This design comes from an exercise in tuning for small area on the open sky130 flow, not from production work. The RTL was checked by simulation tests, not by an equivalence proof against the original design. Power and IR drop assume default switching activity.

===== flow/design.v =====
`default_nettype none
module step_ramp_generator #(
  parameter int PULSE_W = 4
) (
  input  logic        csi_MCLK_clk,
  input  logic        rsi_MRST_reset,
  input  logic [2:0]  avs_ctrl_address,
  input  logic        avs_ctrl_write,
  input  logic [31:0] avs_ctrl_writedata,
  input  logic [3:0]  avs_ctrl_byteenable,
  input  logic        avs_ctrl_read,
  output logic [31:0] avs_ctrl_readdata,
  output logic        avs_ctrl_waitrequest,
  output logic        step,
  output logic        forward_back,
  output logic        on_off,
  output logic        irq
);
  localparam logic [31:0] c_P_FLOOR = 32'(2 * PULSE_W);
  localparam logic [31:0] c_PULSE_W = 32'(PULSE_W);
  localparam logic [1:0] c_IDLE   = 2'd0;
  localparam logic [1:0] c_ACCEL  = 2'd1;
  localparam logic [1:0] c_CRUISE = 2'd2;
  localparam logic [1:0] c_DECEL  = 2'd3;
  logic        r_dir, r_enable, r_irq_en;
  logic [31:0] r_target, r_p_start, r_p_min, r_p_dec;
  logic [31:0] r_sh_p_start, r_sh_p_min, r_sh_p_dec;
  logic [1:0]  r_state;
  logic [31:0] r_p, r_cnt, r_acc, r_rem;
  logic        r_done, r_aborted;
  logic signed [31:0] r_pos;
  logic        r_step, r_fwd, r_irq;
  logic [31:0] r_rdata;
  logic [1:0]  w_state_nxt;
  logic [31:0] w_p_nxt, w_cnt_nxt, w_acc_nxt, w_rem_nxt;
  logic        w_done_nxt, w_aborted_nxt;
  logic [31:0] w_rem_dec, w_acc_inc, w_p_down, w_p_up;
  logic [32:0] w_p_sum;
  logic        w_step_nxt, w_irq_en_nxt, w_irq_nxt;
  logic signed [31:0] w_pos_nxt;
  logic [31:0] w_rdata;
  function automatic logic [31:0] f_merge(input logic [31:0] old_v,
                                          input logic [31:0] new_v,
                                          input logic [3:0]  be);
    f_merge = old_v;
    for (int i = 0; i < 4; i++) begin
      if (be[i]) f_merge[8*i +: 8] = new_v[8*i +: 8];
    end
  endfunction
  function automatic logic [31:0] f_floor(input logic [31:0] v);
    f_floor = (v < c_P_FLOOR) ? c_P_FLOOR : v;
  endfunction
  logic w_wr_ctrl, w_wr_status, w_busy, w_start, w_abort;
  assign w_wr_ctrl   = avs_ctrl_write && (avs_ctrl_address == 3'd0);
  assign w_wr_status = avs_ctrl_write && (avs_ctrl_address == 3'd5);
  assign w_busy      = (r_state != c_IDLE);
  assign w_abort     = w_wr_ctrl && w_busy &&
                       (avs_ctrl_writedata[1] || !avs_ctrl_writedata[3]);
  assign w_start     = w_wr_ctrl && !w_busy && avs_ctrl_writedata[0] &&
                       !avs_ctrl_writedata[1] && avs_ctrl_writedata[3];
  always_ff @(posedge csi_MCLK_clk or posedge rsi_MRST_reset) begin
    if (rsi_MRST_reset) begin
      r_dir        <= 1'b0;
      r_enable     <= 1'b0;
      r_irq_en     <= 1'b0;
      r_target     <= '0;
      r_p_start    <= '0;
      r_p_min      <= '0;
      r_p_dec      <= '0;
      r_sh_p_start <= '0;
      r_sh_p_min   <= '0;
      r_sh_p_dec   <= '0;
      r_state      <= c_IDLE;
      r_p          <= '0;
      r_cnt        <= '0;
      r_acc        <= '0;
      r_rem        <= '0;
      r_done       <= 1'b0;
      r_aborted    <= 1'b0;
      r_pos        <= '0;
      r_step       <= 1'b0;
      r_fwd        <= 1'b0;
      r_irq        <= 1'b0;
      r_rdata      <= '0;
    end else begin
      if (w_wr_ctrl) begin
        r_dir    <= avs_ctrl_writedata[2];
        r_enable <= avs_ctrl_writedata[3];
        r_irq_en <= avs_ctrl_writedata[4];
      end
      if (avs_ctrl_write) begin
        case (avs_ctrl_address)
          3'd1:    r_target  <= f_merge(r_target,  avs_ctrl_writedata, avs_ctrl_byteenable);
          3'd2:    r_p_start <= f_merge(r_p_start, avs_ctrl_writedata, avs_ctrl_byteenable);
          3'd3:    r_p_min   <= f_merge(r_p_min,   avs_ctrl_writedata, avs_ctrl_byteenable);
          3'd4:    r_p_dec   <= f_merge(r_p_dec,   avs_ctrl_writedata, avs_ctrl_byteenable);
          default: ;
        endcase
      end
      if (w_start) begin
        r_sh_p_start <= f_floor(r_p_start);
        r_sh_p_min   <= f_floor(r_p_min);
        r_sh_p_dec   <= r_p_dec;
        r_fwd        <= avs_ctrl_writedata[2];
      end
      r_state   <= w_state_nxt;
      r_p       <= w_p_nxt;
      r_cnt     <= w_cnt_nxt;
      r_acc     <= w_acc_nxt;
      r_rem     <= w_rem_nxt;
      r_done    <= w_done_nxt;
      r_aborted <= w_aborted_nxt;
      r_pos     <= w_pos_nxt;
      r_step    <= w_step_nxt;
      r_irq     <= w_irq_nxt;
      if (avs_ctrl_read) r_rdata <= w_rdata;
    end
  end
  always_comb begin
    w_state_nxt   = r_state;
    w_p_nxt       = r_p;
    w_cnt_nxt     = r_cnt;
    w_acc_nxt     = r_acc;
    w_rem_nxt     = r_rem;
    w_done_nxt    = r_done;
    w_aborted_nxt = r_aborted;
    w_rem_dec     = r_rem - 32'd1;
    w_acc_inc     = r_acc + 32'd1;
    w_p_down      = (r_p > r_sh_p_dec) ? (r_p - r_sh_p_dec) : 32'd0;
    w_p_sum       = {1'b0, r_p} + {1'b0, r_sh_p_dec};
    w_p_up        = (w_p_sum > {1'b0, r_sh_p_start}) ? r_sh_p_start : w_p_sum[31:0];
    if (w_wr_status && avs_ctrl_writedata[1]) w_done_nxt = 1'b0;
    if (w_abort) begin
      w_state_nxt   = c_IDLE;
      w_aborted_nxt = 1'b1;
    end else if (w_start) begin
      w_rem_nxt     = r_target;
      w_acc_nxt     = '0;
      w_cnt_nxt     = '0;
      w_p_nxt       = f_floor(r_p_start);
      w_done_nxt    = 1'b0;
      w_aborted_nxt = 1'b0;
      if (r_target == 32'd0) begin
        w_state_nxt = c_IDLE;
        w_done_nxt  = 1'b1;
      end else if (f_floor(r_p_start) <= f_floor(r_p_min)) begin
        w_state_nxt = c_CRUISE;
      end else begin
        w_state_nxt = c_ACCEL;
      end
    end else if (w_busy) begin
      if (r_cnt == r_p - 32'd1) begin
        w_cnt_nxt = '0;
        w_rem_nxt = w_rem_dec;
        if (r_state == c_ACCEL) w_acc_nxt = w_acc_inc;
        if (w_rem_dec == 32'd0) begin
          w_state_nxt = c_IDLE;
          w_done_nxt  = 1'b1;
        end else begin
          case (r_state)
            c_ACCEL: begin
              if (w_rem_dec <= w_acc_inc) begin
                w_state_nxt = c_DECEL;
              end else if (w_p_down <= r_sh_p_min) begin
                w_state_nxt = c_CRUISE;
                w_p_nxt     = r_sh_p_min;
              end else begin
                w_p_nxt = w_p_down;
              end
            end
            c_CRUISE: begin
              if (w_rem_dec <= r_acc) begin
                w_state_nxt = c_DECEL;
                w_p_nxt     = w_p_up;
              end
            end
            c_DECEL:  w_p_nxt = w_p_up;
            default:  ;
          endcase
        end
      end else begin
        w_cnt_nxt = r_cnt + 32'd1;
      end
    end
  end
  always_comb begin
    w_step_nxt   = w_busy && !w_abort && (r_cnt < c_PULSE_W);
    w_pos_nxt    = r_pos;
    if (w_step_nxt && (r_cnt == 32'd0)) begin
      w_pos_nxt = r_fwd ? (r_pos + 32'sd1) : (r_pos - 32'sd1);
    end
    w_irq_en_nxt = w_wr_ctrl ? avs_ctrl_writedata[4] : r_irq_en;
    w_irq_nxt    = w_done_nxt && w_irq_en_nxt;
    case (avs_ctrl_address)
      3'd0:    w_rdata = {27'b0, r_irq_en, r_enable, r_dir, 2'b0};
      3'd5:    w_rdata = {28'b0, r_aborted, w_busy, r_done, w_busy};
      3'd6:    w_rdata = r_pos;
      3'd7:    w_rdata = r_rem;
      default: w_rdata = '0;
    endcase
  end
  assign avs_ctrl_readdata    = r_rdata;
  assign avs_ctrl_waitrequest = 1'b0;
  assign step                 = r_step;
  assign forward_back         = r_fwd;
  assign on_off               = r_enable;
  assign irq                  = r_irq;
endmodule
`default_nettype wire

===== flow/run.sh =====
#!/bin/bash
# synth_recipe.tcl (not shown) runs the flow's synth.tcl, then flattens the netlist and writes it again
# the make line also repeats each setting of config.mk as NAME=value (left out here)
make -C /OpenROAD-flow-scripts/flow DESIGN_CONFIG=/design/flow/config.mk WORK_HOME=/design/flow/orfs CLKGATE_MAP_FILE= SYNTH_SCRIPT=/design/flow/synth_recipe.tcl finish

===== flow/config.mk =====
export PLATFORM = sky130hd
export DESIGN_NAME = step_ramp_generator
export DESIGN_NICKNAME = step_ramp_generator
export VERILOG_FILES = /design/flow/design.v
export SDC_FILE = /design/flow/constraint.sdc
export NUM_CORES = 4
export LEC_CHECK = 0
export CAP_MARGIN = 20
export CORE_MARGIN = 2
export CORE_UTILIZATION = 40
export SLEW_MARGIN = 20

===== flow/constraint.sdc =====
create_clock -name core_clock -period 7.5 [get_ports {csi_MCLK_clk}]
set_input_delay 1.5000 -clock core_clock [delete_from_list [all_inputs] [get_ports {csi_MCLK_clk}]]
set_output_delay 1.5000 -clock core_clock [all_outputs]
set_load 0.01 [all_outputs]

==> run notes <==
- R2R depth: 23
- Buffer levels on the longest clock path: 3
- Cell chain of the critical path: ha_1, fa_1, nor2b_1, o311ai_1, a211oi_1, o311a_1, nor3_1, o31ai_1, a31o_2, a21bo_2, xnor2_1, ha_1, nand4_1, nor4_1, nand2_1, nor3_1, o221ai_1, a41oi_4, buf_4, mux2i_1, a211oi_1, a211oi_1, a21oi_1
- Top cells by instance count after synthesis: 426 x dfrtp_1, 322 x nand2_1, 260 x ha_1
- Number of standard cells after synthesis: 3359
- Area overhead of the layout relative to synthesis: 12.1%
- Number of enable flip-flop cells after synthesis: 0
- Sequential Power Share: 29.4%
- Vias/cell: between 5 and 6
- Number of library cell types mapped by synthesis: 91
- First-pass detailed-route iteration total: 6
- Fraction of post-synthesis cell area in the top cell type by area: 35.6%
- Maximum fanout count along the critical path: 23
- Kind of start point of the critical path: register
- Count of buffers added by post-CTS timing repair for setup: 0
- Launching point of the worst reg2reg path: r_p[0]
- Total detailed-routing wirelength: 96.1 mm
- Number of top-level pins: 80
- Count of nets after finishing: 3638
- Initial antenna violation count: 3
- Least-Margin Pin Slew: 1.05 ns
- Start-to-end type of the worst setup path: register to register
- # Max-Cap Violations: 0
- Height of the chip: approximately 280 um
- Filler instances: 7183
- Setup-violating endpoint count in the final report: 0
- Setup clock skew after layout: 0.0522 ns
- Most frequent cell after synthesis: dfrtp_1
- Crit-path most repeated cell: a211oi_1
- Crit path to: r_p[6]
- Core Box Area: 74200 um^2
- Setup crit end kind: register
- Critical path origin: r_p[0]
- Number of hold violations in the final report: 0
- HPWL Detailed: 73.3 mm
- Hold buffer count at cts: 0
- Share of total power in combinational logic: 41.3%
- RSZ-0062 raised after global routing: false
- Clock sinks: about 430
- Static Leak: approximately 0.015 uW
- CTS tree: built
- Global-route usage over all layers: 24.7%
- Placer's final routability congestion estimate: between 0.9 and 1
- Remaining global-route overflow: 0
- Area taken by multi-input logic gates: 17600 um^2
- Port Buffer Count: 78
- Post-synthesis cell area: 29900 um^2
- Total negative slack for setup checks: 0 ns
- Clock tree root driver cell: clkbuf_16
- Max Transition Viols Final: 0
- Cell row count: 100
- Delay of the slowest cell on the worst path: 0.60 ns
- Routed wire per std cell: 22.1 um
- Effective utilization at floorplan: 40.3%
- Overall power after layout: 10200 uW
- Top area cells in the synthesized netlist: dfrtp_1 36%, ha_1 11%, mux2_2 5.3%
- Cell type of the slowest stage on the worst timing path: o311ai_1
- Worst slew slack as a fraction of its limit: 30.2%
- Initial drt markers: 2196
- Top cell family by delay on the critical path: compound AO/OA/AOI/OAI gates
- Number of nets with antenna violations after detailed routing: 0
- Clock share of power: 29.3%
- Total number of cells along the worst setup path: 23
- Most used DFF post-synth: dfrtp_1
- FF/Latch Area: 10700 um^2
- Worst R2R End: r_p[6]
- Mapped Nets: around 3700
- Reported net switching power: around 4000 uW
- Via total after detailed routing: around 25000
- Classification of the worst-slack hold path: register to register
- Number of buffer and inverter instances along the worst setup path: 1
- Finished Layout Cells: 4344
- Maximum level of the CTS H-tree: 2
- Largest net degree at the start of global routing: 160
- Synth Area per Inst: 8.91 um^2
- Required time at the endpoint of the critical path: 7.97 ns
- Share of total power consumed by net switching: 39.3%
- Cell total after placement: 4248
- Horizontal die dimension: 277 um
- CTS clk-pin slew, worst paths: 0.07 ns
- Worst setup slack for register-to-register paths: 0.55 ns
- Sequential cell area fraction in the yosys report: 35.6%
- Largest voltage drop on the vdd net: 0.216 mV
- Internal Pwr Total: 6190 uW
- Power density of the placed cells: 304 nW/um^2
- Cells resized by post-CTS repair: 0
- Result of the run: no timing/DRC/antenna violations
- Remaining design rule violation count: 0
- Flip-flop and latch count after synthesis: 426
- Async S/R FF share, synth: 100%
- Core occupancy in the finished layout: 45.2%
- Synth warn: 1
- Fin crit share: 92.6%
- # diodes: 0
- Area of the die: 77000 um^2
- Maximum clock frequency: 0.144 GHz
- Cts bufs inserted: 51
- Number of global-route vias before repair: between 20000 and 25000
- Worst skew pair latency: 0.64 ns
- Arrival time worst endpoint: 7.41 ns
- Wire length of the first global-routing pass: roughly 150 mm
- Share of final-layout standard cells stronger than drive strength 1: 9.81%
- Library cell with the largest summed area after synthesis: dfrtp_1
- Period minus WS final: 6.95 ns
-- worst reg2reg max path, cell delays in order, from the launching register on --
cell      delay, ns
dfrtp_1        0.45
ha_1           0.24
fa_1           0.41
nor2b_1        0.17
o311ai_1       0.60
a211oi_1       0.19
o311a_1        0.37
nor3_1         0.38
o31ai_1        0.22
a31o_2         0.30
a21bo_2        0.22
xnor2_1        0.14
ha_1           0.32
nand4_1        0.16
nor4_1         0.42
nand2_1        0.10
nor3_1         0.22
o221ai_1       0.19
a41oi_4        0.51
buf_4          0.44
mux2i_1        0.25
a211oi_1       0.09
a211oi_1       0.32
a21oi_1        0.07
-- layer usage --
layer / share of wire (%) / track usage (%) / wire [um]
met1: 46 / 35.5 / 44300
met2: 45 / 38.9 / 43000
met3: 6.3 / 3.27 / 6090
met4: 2.8 / 6.86 / 2660
met5: 0.014 / 0 / 13
-- placed cells by master, fill, tap and decap left out, types with 12 or more instances in the layout --
master           count
a21oi_1            217
nand3_1             61
buf_4               28
nor3_1              71
o21bai_1            21
o221ai_1            13
o22ai_1             42
nor2b_1             24
a21o_1              63
xor2_1              63
dfrtp_1            426
mux2_2             142
xnor2_1            148
o211ai_1            21
and3_1              23
or2_2               12
a211oi_1            39
nand2_1            321
inv_1              257
bufinv_16           15
nor2_1             177
o21ai_0            243
and2_1              16
nand2b_1            23
mux2i_1             33
clkbuf_16           51
a31oi_1             18
o31ai_1             44
or3_1               20
ha_1               260
clkdlybuf4s50_1     78
o21a_1              17
nand4_1             62
nor4_1              57
a22oi_1             38
-- layout make-up --
| type | instances | share of cell area [%] |
|---|---|---|
| well taps | 969 | 3.61 |
| multi-input cells | 2482 | 52.3 |
| flip-flops and latches | 426 | 31.8 |
| clock inverters | 31 | 1.90 |
| clock buffers | 65 | 4.20 |
| inverters | 260 | 2.92 |
| repair buffers | 111 | 3.25 |
-- power by group through the flow --
| stage | clock network, uW | registers, uW | logic, uW |
|---|---|---|---|
| 2_1_floorplan | 0 | 2800 | 3130 |
| 3_3_place_gp | 0 | 3010 | 4120 |
| 3_5_place_dp | 0 | 3020 | 4110 |
| 4_1_cts | 3040 | 2980 | 4140 |
| 5_1_grt | 3140 | 3020 | 4620 |
| 6_report | 2990 | 3000 | 4210 |
-- worst min-delay path by stage --
stage                    start       endpoint  slack, ns  cells past startpoint
CTS                  r_pos[31]      r_pos[31]       0.47                      1
floorplan           r_p_dec[0]  r_sh_p_dec[0]       0.43                      2
global placement     r_pos[31]      r_pos[31]       0.46                      1
detailed placement   r_pos[31]      r_pos[31]       0.46                      1
global route         r_pos[31]      r_pos[31]       0.49                      1
finish               r_pos[31]      r_pos[31]       0.47                      1
-- metrics by stage --
step	worst slack [ns]	hold slack [ns]	area, um^2
6_report	0.553	0.472	33500
5_1_grt	0.0716	0.486	33500
4_1_cts	0.662	0.469	33500
3_5_place_dp	0.722	0.457	31500
3_3_place_gp	0.902	0.457	31500
2_1_floorplan	0.251	0.433	29900
-- logic make-up after synthesis --
kind of cell / share of synthesized area [%]
muxes: 6.75
other: 0.0125
and+or+nand+nor: 15.7
buffers and inverters: 5.90
DFF: 35.6
xor gates and xnor gates: 6.18
adders and majority gates: 11.1
AOI/OAI and AO/OA: 18.8

-- what the ideal ports hide --
Ports are ideal in the flow. The routed layout listed here was re-timed in OpenROAD.
Step 1 sets driving cells, clkbuf_16 on the clock port and buf_2 on the other inputs (assumed; they add their load-dependent delay and slew).
Step 2 times the ports against the registers' clock, not the clock port: input delays grow and output delays shrink by t, the midpoint of the rising clock arrivals with the driver on.
Three values: ideal, step 1, step 2; two values: the first two.
shift t [ns]: 0.681
setup slack, ns: 0.553 / 0.553 / 0.553
hold slack, ns: 0.472 / 0.472 / 0.472
After both steps setup and hold are still met in this run. The setup slack of this run moves by 0.000 ns with the drivers and by 0.000 ns with both steps.
